This is an optimization exercise on Yosys and OpenROAD, whose aim is small area and few clock cycles, not a production implementation.
Only simulation tests tie the RTL to the original design; equivalence was not proved.
Power and IR drop assume default switching activity.

== the baseline ==
## multi_color_centroid_tracker
module multi_color_centroid_tracker #(
  parameter int NUM_COLORS = 2,
  parameter int DATA_W     = 12,
  parameter int COORD_W    = 16,
  parameter int CNT_W      = 24,
  parameter int SUM_W      = 40,
  parameter int MIN_PIXELS = 64,
  localparam int SEL_W     = (NUM_COLORS > 1) ? $clog2(NUM_COLORS) : 1,
  localparam int C_W       = DATA_W / 3
) (
  input  logic                          iCLK,
  input  logic                          iRST,
  input  logic                          iEN,
  input  logic                          iFVAL,
  input  logic                          iDATA_VAL,
  input  logic [DATA_W-1:0]             iDATA,
  input  logic [COORD_W-1:0]            iX_Cont,
  input  logic [COORD_W-1:0]            iY_Cont,
  input  logic                          iCFG_WE,
  input  logic [SEL_W-1:0]              iCFG_SEL,
  input  logic [DATA_W-1:0]             iCFG_MEAN,
  input  logic [C_W-1:0]                iCFG_THRESH,
  output logic [NUM_COLORS-1:0]         oOBJ_VAL,
  output logic [NUM_COLORS*COORD_W-1:0] oX_POS,
  output logic [NUM_COLORS*COORD_W-1:0] oY_POS,
  output logic                          oDONE,
  output logic                          oBUSY,
  output logic                          oOVERRUN
);
Size in the first run: roughly 2300 cells after synthesis, ~140 I/O pins.
export LEC_CHECK = 0
export CAP_MARGIN = 20
export CORE_MARGIN = 2
export CORE_UTILIZATION = 40
export SLEW_MARGIN = 20
create_clock -name core_clock -period 8.0 [get_ports {iCLK}]
standard.sh (not shown) runs the stock make flow with config.mk's settings and CLKGATE_MAP_FILE= SYNTH_SCRIPT=/design/flow/synth_recipe.tcl, a recipe that flattens the netlist after the stock synthesis.
==> flow/flow/run.sh <==
#!/bin/bash
# Standard layout with buf_1 port buffers and a clock tree of clkbuf_8 leaf buffers
# (clusters of at most 16 sinks within 60 um) and no dummy loads.
set -euo pipefail
export BUFFER_PORTS_ARGS="-buffer_cell sky130_fd_sc_hd__buf_1"
export CTS_ARGS="-sink_clustering_enable -repair_clock_nets -dont_use_dummy_load -sink_clustering_size 16 -sink_clustering_max_diameter 60 -buf_list \"sky130_fd_sc_hd__clkbuf_8 sky130_fd_sc_hd__clkbuf_16\" -sink_clustering_buffer sky130_fd_sc_hd__clkbuf_8"
bash standard.sh > standard.log 2>&1
The baseline has completed all stages; timing, DRC and antenna checks passed.
Testbench counts of the baseline, summed over its fixed seeds: cycles 126,318.
[inputs] the candidate vs the baseline
--- a/flow/design.v
+++ b/flow/design.v
@@ -184,25 +184,25 @@
       end else if (run_q && (&step_q)) begin
         run_q  <= 1'b0;
         done_q <= 1'b1;
       end
     end
   end
   always_ff @(posedge iCLK) begin
     if (cap) step_q <= '0;
     else     step_q <= step_q + 1'b1;
   end
   logic [NUM_COLORS-1:0][SUM_W-1:0] dx_q, dy_q, step_res;
   logic [NUM_COLORS-1:0][CNT_W-1:0] dc_q;
-  localparam int DLO_W = 12;
+  localparam int DLO_W = 14;
   for (genvar k = 0; k < NUM_COLORS; k++) begin : g_div
     logic [CNT_W:0]       rem_sh, diff, sub_b;
     logic [DLO_W:0]       sc;
     logic [CNT_W-DLO_W+1:0] hi;
     assign rem_sh = dx_q[k][SUM_W-1:COORD_W-1];
     assign sub_b  = {1'b1, ~dc_q[k]};
     assign sc[0]  = 1'b1;
     for (genvar i = 0; i < DLO_W; i++) begin : g_bit
       assign diff[i]   = rem_sh[i] ^ sub_b[i] ^ sc[i];
       assign sc[i + 1] = (rem_sh[i] & sub_b[i]) | ((rem_sh[i] ^ sub_b[i]) & sc[i]);
     end
     assign hi = {1'b0, rem_sh[CNT_W:DLO_W]} + {1'b0, sub_b[CNT_W:DLO_W]} + (CNT_W-DLO_W+2)'(sc[DLO_W]);
### Flow results
- In the metrics for the candidate and the baseline, the one carrying the higher met1 layer usage reported by global route is the baseline.
- The baseline was routed with more vias than the candidate.
- Against the baseline, the candidate comes in 1 lower on path length in cells of the critical path.
- Number of diodes: higher on the baseline
- When the candidate is measured against the baseline, its portion of total power attributed to combinational logic turns out 3.4 points lower.
- Depth of the worst register-to-register path: the candidate > the baseline
- For number of cells in the design after placement, the baseline and the candidate come out practically identical.
- On highest fanout seen on the critical path, the lower figure sits with the baseline, not the candidate.
- Of the candidate and the baseline, the run reporting the lower final critical delay including setup and external delays was the candidate.
- The candidate does better than the baseline on design area.
- Going from the baseline to the candidate, weighted congestion at the end of routability-driven global placement shrinks by about 2%.
- | height of the chip | the candidate vs the baseline | about 0.5% lower |
- Of the candidate and the baseline, the run reporting the higher utilization was the baseline.
Testbench counts of the candidate, summed over its fixed seeds: cycles 126,318.

* * *

cedar:
The RTL this note starts from:
==> flow/design.v <==
module multi_color_centroid_tracker #(
  parameter int NUM_COLORS = 2,
  parameter int DATA_W     = 12,
  parameter int COORD_W    = 16,
  parameter int CNT_W      = 24,
  parameter int SUM_W      = 40,
  parameter int MIN_PIXELS = 64,
  localparam int SEL_W     = (NUM_COLORS > 1) ? $clog2(NUM_COLORS) : 1,
  localparam int C_W       = DATA_W / 3
) (
  input  logic                          iCLK,
  input  logic                          iRST,
  input  logic                          iEN,
  input  logic                          iFVAL,
  input  logic                          iDATA_VAL,
  input  logic [DATA_W-1:0]             iDATA,
  input  logic [COORD_W-1:0]            iX_Cont,
  input  logic [COORD_W-1:0]            iY_Cont,
  input  logic                          iCFG_WE,
  input  logic [SEL_W-1:0]              iCFG_SEL,
  input  logic [DATA_W-1:0]             iCFG_MEAN,
  input  logic [C_W-1:0]                iCFG_THRESH,
  output logic [NUM_COLORS-1:0]         oOBJ_VAL,
  output logic [NUM_COLORS*COORD_W-1:0] oX_POS,
  output logic [NUM_COLORS*COORD_W-1:0] oY_POS,
  output logic                          oDONE,
  output logic                          oBUSY,
  output logic                          oOVERRUN
);
  localparam int               RHI_W   = SUM_W - COORD_W;      
  localparam int               LO0_W   = COORD_W / 2;          
  localparam int               LO1_W   = COORD_W - LO0_W;      
  localparam int               CLO_W   = 8;                    
  localparam int               STEPS   = 2 * COORD_W;          
  localparam int               STEP_W  = $clog2(STEPS);
  localparam logic [CNT_W-1:0] MIN_CNT = CNT_W'(MIN_PIXELS);
  function automatic logic [C_W-1:0] abs_diff(input logic [C_W-1:0] a, input logic [C_W-1:0] b);
    abs_diff = (a >= b) ? (a - b) : (b - a);
  endfunction
  function automatic logic color_match(input logic [DATA_W-1:0] pix,
                                       input logic [DATA_W-1:0] mean,
                                       input logic [C_W-1:0]    thr);
    logic ok;
    ok = 1'b1;
    for (int c = 0; c < 3; c++) begin
      if (abs_diff(pix[c*C_W +: C_W], mean[c*C_W +: C_W]) > thr) ok = 1'b0;
    end
    color_match = ok;
  endfunction
  logic fval_q, fall_q;
  logic [NUM_COLORS-1:0][DATA_W-1:0] stg_mean_q, act_mean_q;
  logic [NUM_COLORS-1:0][C_W-1:0]    stg_thr_q, act_thr_q;
  always_ff @(posedge iCLK) begin
    if (iRST) begin
      stg_mean_q <= '0;
      stg_thr_q  <= '0;
    end else if (iCFG_WE && (int'(iCFG_SEL) < NUM_COLORS)) begin
      stg_mean_q[iCFG_SEL] <= iCFG_MEAN;
      stg_thr_q[iCFG_SEL]  <= iCFG_THRESH;
    end
  end
  always_ff @(posedge iCLK) begin
    if (!fval_q) begin
      act_mean_q <= stg_mean_q;
      act_thr_q  <= stg_thr_q;
    end
  end
  logic [NUM_COLORS-1:0]            match, add_en;
  logic [NUM_COLORS-1:0][SUM_W-1:0] acc_x_q, acc_y_q;
  logic [NUM_COLORS-1:0][CNT_W-1:0] acc_cnt_q;
  logic [NUM_COLORS-1:0]            acc_ovf_q;
  logic [NUM_COLORS-1:0]            cx0_q, cx1_q, cy0_q, cy1_q, cc_q;
  logic [NUM_COLORS-1:0][RHI_W-1:0] hi_x, hi_y;
  always_comb begin
    for (int k = 0; k < NUM_COLORS; k++) begin
      match[k]  = iEN & iFVAL & iDATA_VAL &
                  color_match(iDATA,
                              fval_q ? act_mean_q[k] : stg_mean_q[k],
                              fval_q ? act_thr_q[k]  : stg_thr_q[k]);
      add_en[k] = match[k] & ~(fval_q & (acc_ovf_q[k] | (&acc_cnt_q[k])));
    end
  end
  logic [NUM_COLORS-1:0][COORD_W-1:0] lo_x, lo_y;
  logic [NUM_COLORS-1:0]              cx0, cx1, cy0, cy1;
  logic [NUM_COLORS-1:0][CNT_W-1:0]   cnt_nx;
  logic [NUM_COLORS-1:0]              cc;
  for (genvar k = 0; k < NUM_COLORS; k++) begin : g_acc
    logic [COORD_W-1:0] ax, bx, ay, by;
    logic [COORD_W:0]   kx, ky;
    logic [RHI_W:0]     hx, hy;
    logic [CNT_W-1:0]   ac;
    logic [CNT_W:0]     kc;
    assign ax = fval_q ? acc_x_q[k][COORD_W-1:0] : '0;
    assign ay = fval_q ? acc_y_q[k][COORD_W-1:0] : '0;
    assign bx = add_en[k] ? iX_Cont : '0;
    assign by = add_en[k] ? iY_Cont : '0;
    for (genvar i = 0; i <= COORD_W; i++) begin : g_cin
      if (i == 0) begin : g_c0
        assign kx[i] = 1'b0;
        assign ky[i] = 1'b0;
      end else if (i == LO0_W) begin : g_c1
        assign kx[i] = fval_q & cx0_q[k];
        assign ky[i] = fval_q & cy0_q[k];
      end else begin : g_cn
        assign kx[i] = (ax[i-1] & bx[i-1]) | ((ax[i-1] ^ bx[i-1]) & kx[i-1]);
        assign ky[i] = (ay[i-1] & by[i-1]) | ((ay[i-1] ^ by[i-1]) & ky[i-1]);
      end
    end
    for (genvar i = 0; i < COORD_W; i++) begin : g_lo
      assign lo_x[k][i] = ax[i] ^ bx[i] ^ kx[i];
      assign lo_y[k][i] = ay[i] ^ by[i] ^ ky[i];
    end
    assign cx0[k] = (ax[LO0_W-1] & bx[LO0_W-1]) | ((ax[LO0_W-1] ^ bx[LO0_W-1]) & kx[LO0_W-1]);
    assign cy0[k] = (ay[LO0_W-1] & by[LO0_W-1]) | ((ay[LO0_W-1] ^ by[LO0_W-1]) & ky[LO0_W-1]);
    assign cx1[k] = kx[COORD_W];
    assign cy1[k] = ky[COORD_W];
    assign hx[0] = cx1_q[k];
    assign hy[0] = cy1_q[k];
    for (genvar i = 0; i < RHI_W; i++) begin : g_hi
      assign hi_x[k][i] = acc_x_q[k][COORD_W + i] ^ hx[i];
      assign hx[i + 1]  = acc_x_q[k][COORD_W + i] & hx[i];
      assign hi_y[k][i] = acc_y_q[k][COORD_W + i] ^ hy[i];
      assign hy[i + 1]  = acc_y_q[k][COORD_W + i] & hy[i];
    end
    assign ac = fval_q ? acc_cnt_q[k] : '0;
    for (genvar i = 0; i <= CNT_W; i++) begin : g_cc
      if (i == 0) begin : g_c0
        assign kc[i] = add_en[k];
      end else if (i == CLO_W) begin : g_c1
        assign kc[i] = fval_q & cc_q[k];
      end else begin : g_cn
        assign kc[i] = ac[i-1] & kc[i-1];
      end
    end
    for (genvar i = 0; i < CNT_W; i++) begin : g_cnt
      assign cnt_nx[k][i] = ac[i] ^ kc[i];
    end
    assign cc[k] = ac[CLO_W-1] & kc[CLO_W-1];
  end
  always_ff @(posedge iCLK) begin
    for (int k = 0; k < NUM_COLORS; k++) begin
      acc_ovf_q[k] <= fval_q & (acc_ovf_q[k] | (match[k] & (&acc_cnt_q[k])));
      acc_cnt_q[k] <= cnt_nx[k];
      cc_q[k]      <= cc[k];
      cx0_q[k]     <= cx0[k];
      cy0_q[k]     <= cy0[k];
      cx1_q[k]     <= cx1[k];
      cy1_q[k]     <= cy1[k];
      acc_x_q[k]   <= {fval_q ? hi_x[k] : RHI_W'(0), lo_x[k]};
      acc_y_q[k]   <= {fval_q ? hi_y[k] : RHI_W'(0), lo_y[k]};
    end
  end
  logic              run_q, done_q, busy, cap;
  logic [STEP_W-1:0] step_q;
  logic [NUM_COLORS-1:0] out_v_q, acc_valid;
  assign busy = run_q | done_q;
  assign cap  = fall_q & ~busy;
  always_comb begin
    for (int k = 0; k < NUM_COLORS; k++)
      acc_valid[k] = (acc_cnt_q[k] >= MIN_CNT) && !acc_ovf_q[k];
  end
  always_ff @(posedge iCLK) begin
    if (iRST) begin
      fval_q  <= 1'b0;
      fall_q  <= 1'b0;
      run_q   <= 1'b0;
      done_q  <= 1'b0;
      out_v_q <= '0;
    end else begin
      fval_q <= iFVAL;
      fall_q <= fval_q & ~iFVAL;
      done_q <= 1'b0;
      if (cap) begin
        run_q   <= |acc_valid;
        done_q  <= ~|acc_valid;
        out_v_q <= acc_valid;
      end else if (run_q && (&step_q)) begin
        run_q  <= 1'b0;
        done_q <= 1'b1;
      end
    end
  end
  always_ff @(posedge iCLK) begin
    if (cap) step_q <= '0;
    else     step_q <= step_q + 1'b1;
  end
  logic [NUM_COLORS-1:0][SUM_W-1:0] dx_q, dy_q, step_res;
  logic [NUM_COLORS-1:0][CNT_W-1:0] dc_q;
  always_comb begin
    for (int k = 0; k < NUM_COLORS; k++) begin
      logic [CNT_W:0] rem_sh, diff;
      rem_sh = dx_q[k][SUM_W-1:COORD_W-1];
      diff   = rem_sh - {1'b0, dc_q[k]};
      step_res[k] = {diff[CNT_W] ? rem_sh[CNT_W-1:0] : diff[CNT_W-1:0],
                     dx_q[k][COORD_W-2:0], ~diff[CNT_W]};
    end
  end
  always_ff @(posedge iCLK) begin
    for (int k = 0; k < NUM_COLORS; k++) begin
      if (cap) begin
        dx_q[k] <= {hi_x[k], acc_x_q[k][COORD_W-1:0]};
        dy_q[k] <= {hi_y[k], acc_y_q[k][COORD_W-1:0]};
        dc_q[k] <= acc_cnt_q[k];
      end else begin
        dx_q[k][SUM_W-1:COORD_W] <= dy_q[k][SUM_W-1:COORD_W];
        dy_q[k][SUM_W-1:COORD_W] <= step_res[k][SUM_W-1:COORD_W];
        if (run_q) begin
          dx_q[k][COORD_W-1:0] <= dy_q[k][COORD_W-1:0];
          dy_q[k][COORD_W-1:0] <= step_res[k][COORD_W-1:0];
        end
      end
    end
  end
  always_comb begin
    oBUSY    = busy;
    oDONE    = done_q;
    oOVERRUN = fall_q & busy;
    for (int k = 0; k < NUM_COLORS; k++) begin
      oOBJ_VAL[k]                  = out_v_q[k] & ~run_q;
      oX_POS[k*COORD_W +: COORD_W] = (out_v_q[k] & ~run_q) ? dx_q[k][COORD_W-1:0] : '0;
      oY_POS[k*COORD_W +: COORD_W] = (out_v_q[k] & ~run_q) ? dy_q[k][COORD_W-1:0] : '0;
    end
  end
endmodule
export LEC_CHECK = 0
export CAP_MARGIN = 20
export CORE_MARGIN = 2
export CORE_UTILIZATION = 40
export SLEW_MARGIN = 20
create_clock -name core_clock -period 8.0 [get_ports {iCLK}]
==> flow/flow/run.sh <==
#!/bin/bash
# Standard layout with smaller port buffers and a leaner clock tree (no dummy loads).
set -euo pipefail
export BUFFER_PORTS_ARGS="-buffer_cell sky130_fd_sc_hd__buf_1"
export CTS_ARGS="-sink_clustering_enable -repair_clock_nets -dont_use_dummy_load -sink_clustering_size 30 -sink_clustering_max_diameter 80"
bash standard.sh > standard.log 2>&1
Testbench counts of cedar, summed over its fixed seeds: cycles 126,318.
Modified inputs, willow compared to cedar
--- a/flow/design.v
+++ b/flow/design.v
@@ -32,20 +32,21 @@
   localparam int               LO1_W   = COORD_W - LO0_W;      
   localparam int               CLO_W   = 8;                    
   localparam int               STEPS   = 2 * COORD_W;          
   localparam int               STEP_W  = $clog2(STEPS);
   localparam logic [CNT_W-1:0] MIN_CNT = CNT_W'(MIN_PIXELS);
-  function automatic logic [C_W-1:0] abs_diff(input logic [C_W-1:0] a, input logic [C_W-1:0] b);
-    abs_diff = (a >= b) ? (a - b) : (b - a);
-  endfunction
   function automatic logic color_match(input logic [DATA_W-1:0] pix,
                                        input logic [DATA_W-1:0] mean,
                                        input logic [C_W-1:0]    thr);
-    logic ok;
+    logic         ok;
+    logic [C_W:0] diff;
+    logic [C_W-1:0] mag;
     ok = 1'b1;
     for (int c = 0; c < 3; c++) begin
-      if (abs_diff(pix[c*C_W +: C_W], mean[c*C_W +: C_W]) > thr) ok = 1'b0;
+      diff = {1'b0, pix[c*C_W +: C_W]} - {1'b0, mean[c*C_W +: C_W]};
+      mag  = diff[C_W] ? -diff[C_W-1:0] : diff[C_W-1:0];
+      if (mag > thr) ok = 1'b0;
     end
     color_match = ok;
   endfunction
   logic fval_q, fall_q;
   logic [NUM_COLORS-1:0][DATA_W-1:0] stg_mean_q, act_mean_q;
@@ -184,18 +185,26 @@
     if (cap) step_q <= '0;
     else     step_q <= step_q + 1'b1;
   end
   logic [NUM_COLORS-1:0][SUM_W-1:0] dx_q, dy_q, step_res;
   logic [NUM_COLORS-1:0][CNT_W-1:0] dc_q;
-  always_comb begin
-    for (int k = 0; k < NUM_COLORS; k++) begin
-      logic [CNT_W:0] rem_sh, diff;
-      rem_sh = dx_q[k][SUM_W-1:COORD_W-1];
-      diff   = rem_sh - {1'b0, dc_q[k]};
-      step_res[k] = {diff[CNT_W] ? rem_sh[CNT_W-1:0] : diff[CNT_W-1:0],
-                     dx_q[k][COORD_W-2:0], ~diff[CNT_W]};
-    end
+  localparam int DLO_W = 12;
+  for (genvar k = 0; k < NUM_COLORS; k++) begin : g_div
+    logic [CNT_W:0]       rem_sh, diff, sub_b;
+    logic [DLO_W:0]       sc;
+    logic [CNT_W-DLO_W+1:0] hi;
+    assign rem_sh = dx_q[k][SUM_W-1:COORD_W-1];
+    assign sub_b  = {1'b1, ~dc_q[k]};
+    assign sc[0]  = 1'b1;
+    for (genvar i = 0; i < DLO_W; i++) begin : g_bit
+      assign diff[i]   = rem_sh[i] ^ sub_b[i] ^ sc[i];
+      assign sc[i + 1] = (rem_sh[i] & sub_b[i]) | ((rem_sh[i] ^ sub_b[i]) & sc[i]);
+    end
+    assign hi = {1'b0, rem_sh[CNT_W:DLO_W]} + {1'b0, sub_b[CNT_W:DLO_W]} + (CNT_W-DLO_W+2)'(sc[DLO_W]);
+    assign diff[CNT_W:DLO_W] = hi[CNT_W-DLO_W:0];
+    assign step_res[k] = {hi[CNT_W-DLO_W+1] ? diff[CNT_W-1:0] : rem_sh[CNT_W-1:0],
+                          dx_q[k][COORD_W-2:0], hi[CNT_W-DLO_W+1]};
   end
   always_ff @(posedge iCLK) begin
     for (int k = 0; k < NUM_COLORS; k++) begin
       if (cap) begin
         dx_q[k] <= {hi_x[k], acc_x_q[k][COORD_W-1:0]};
--- outcome ---
When willow is measured against cedar, its worst hold slack turns out 0.013 ns higher. Compared with cedar, in willow number of nets in the finished design decreased by about 9% relative to the old numbers; combinational group share of total power decreased by 3.3 points relative to the old numbers; routed wire length dropped about 3%; number of well-tap cells placed lower. Highest-delay cell along the critical path: sky130_fd_sc_hd__fa_1 -> willow, sky130_fd_sc_hd__or4_4 -> cedar. Going from cedar to willow, pre-CTS worst setup slack went up 0.32 ns, share of the final layout cell area in sequential cells went up 2.7 points, met1 routing resource usage after global routing went up 2.0 points.
Testbench counts of willow, summed over its fixed seeds: cycles 126,318.

what the ideal ports hide:
Ports are ideal in the flow. The routed layouts listed here were re-timed in OpenROAD. Step 1 sets driving cells, clkbuf_16 on the clock port and buf_2 on the other inputs (assumed; they add their load-dependent delay and slew). Step 2 also shifts input and output timing later by t, the mid clock arrival at the registers, as if the neighbouring blocks saw the same clock. a / b / c = ideal ports / drivers / drivers and shift; a / b = the first two.
| run | t (ns) | setup WS [ns] | worst hold slack (ns) | latest minus earliest clock arrival (ns) |
|---|---|---|---|---|
| the baseline | 0.593 | 0.498 / 0.542 / -0.051 | 0.413 / 0.413 / 0.413 | 0.055 / 0.055 |
| the candidate | 0.581 | 0.533 / 0.533 / 0.073 | 0.395 / 0.395 / 0.395 | 0.080 / 0.080 |
| cedar | 0.648 | 0.307 / 0.345 / -0.303 | 0.409 / 0.409 / 0.409 | 0.078 / 0.078 |
| willow | 0.619 | 0.462 / 0.501 / -0.118 | 0.422 / 0.422 / 0.422 | 0.067 / 0.067 |
Met with ideal ports but missed after step 2: setup timing in the baseline, cedar and willow. The setup slack of cedar, which loses most, moves by +0.038 ns with the drivers and by -0.610 ns with both steps.
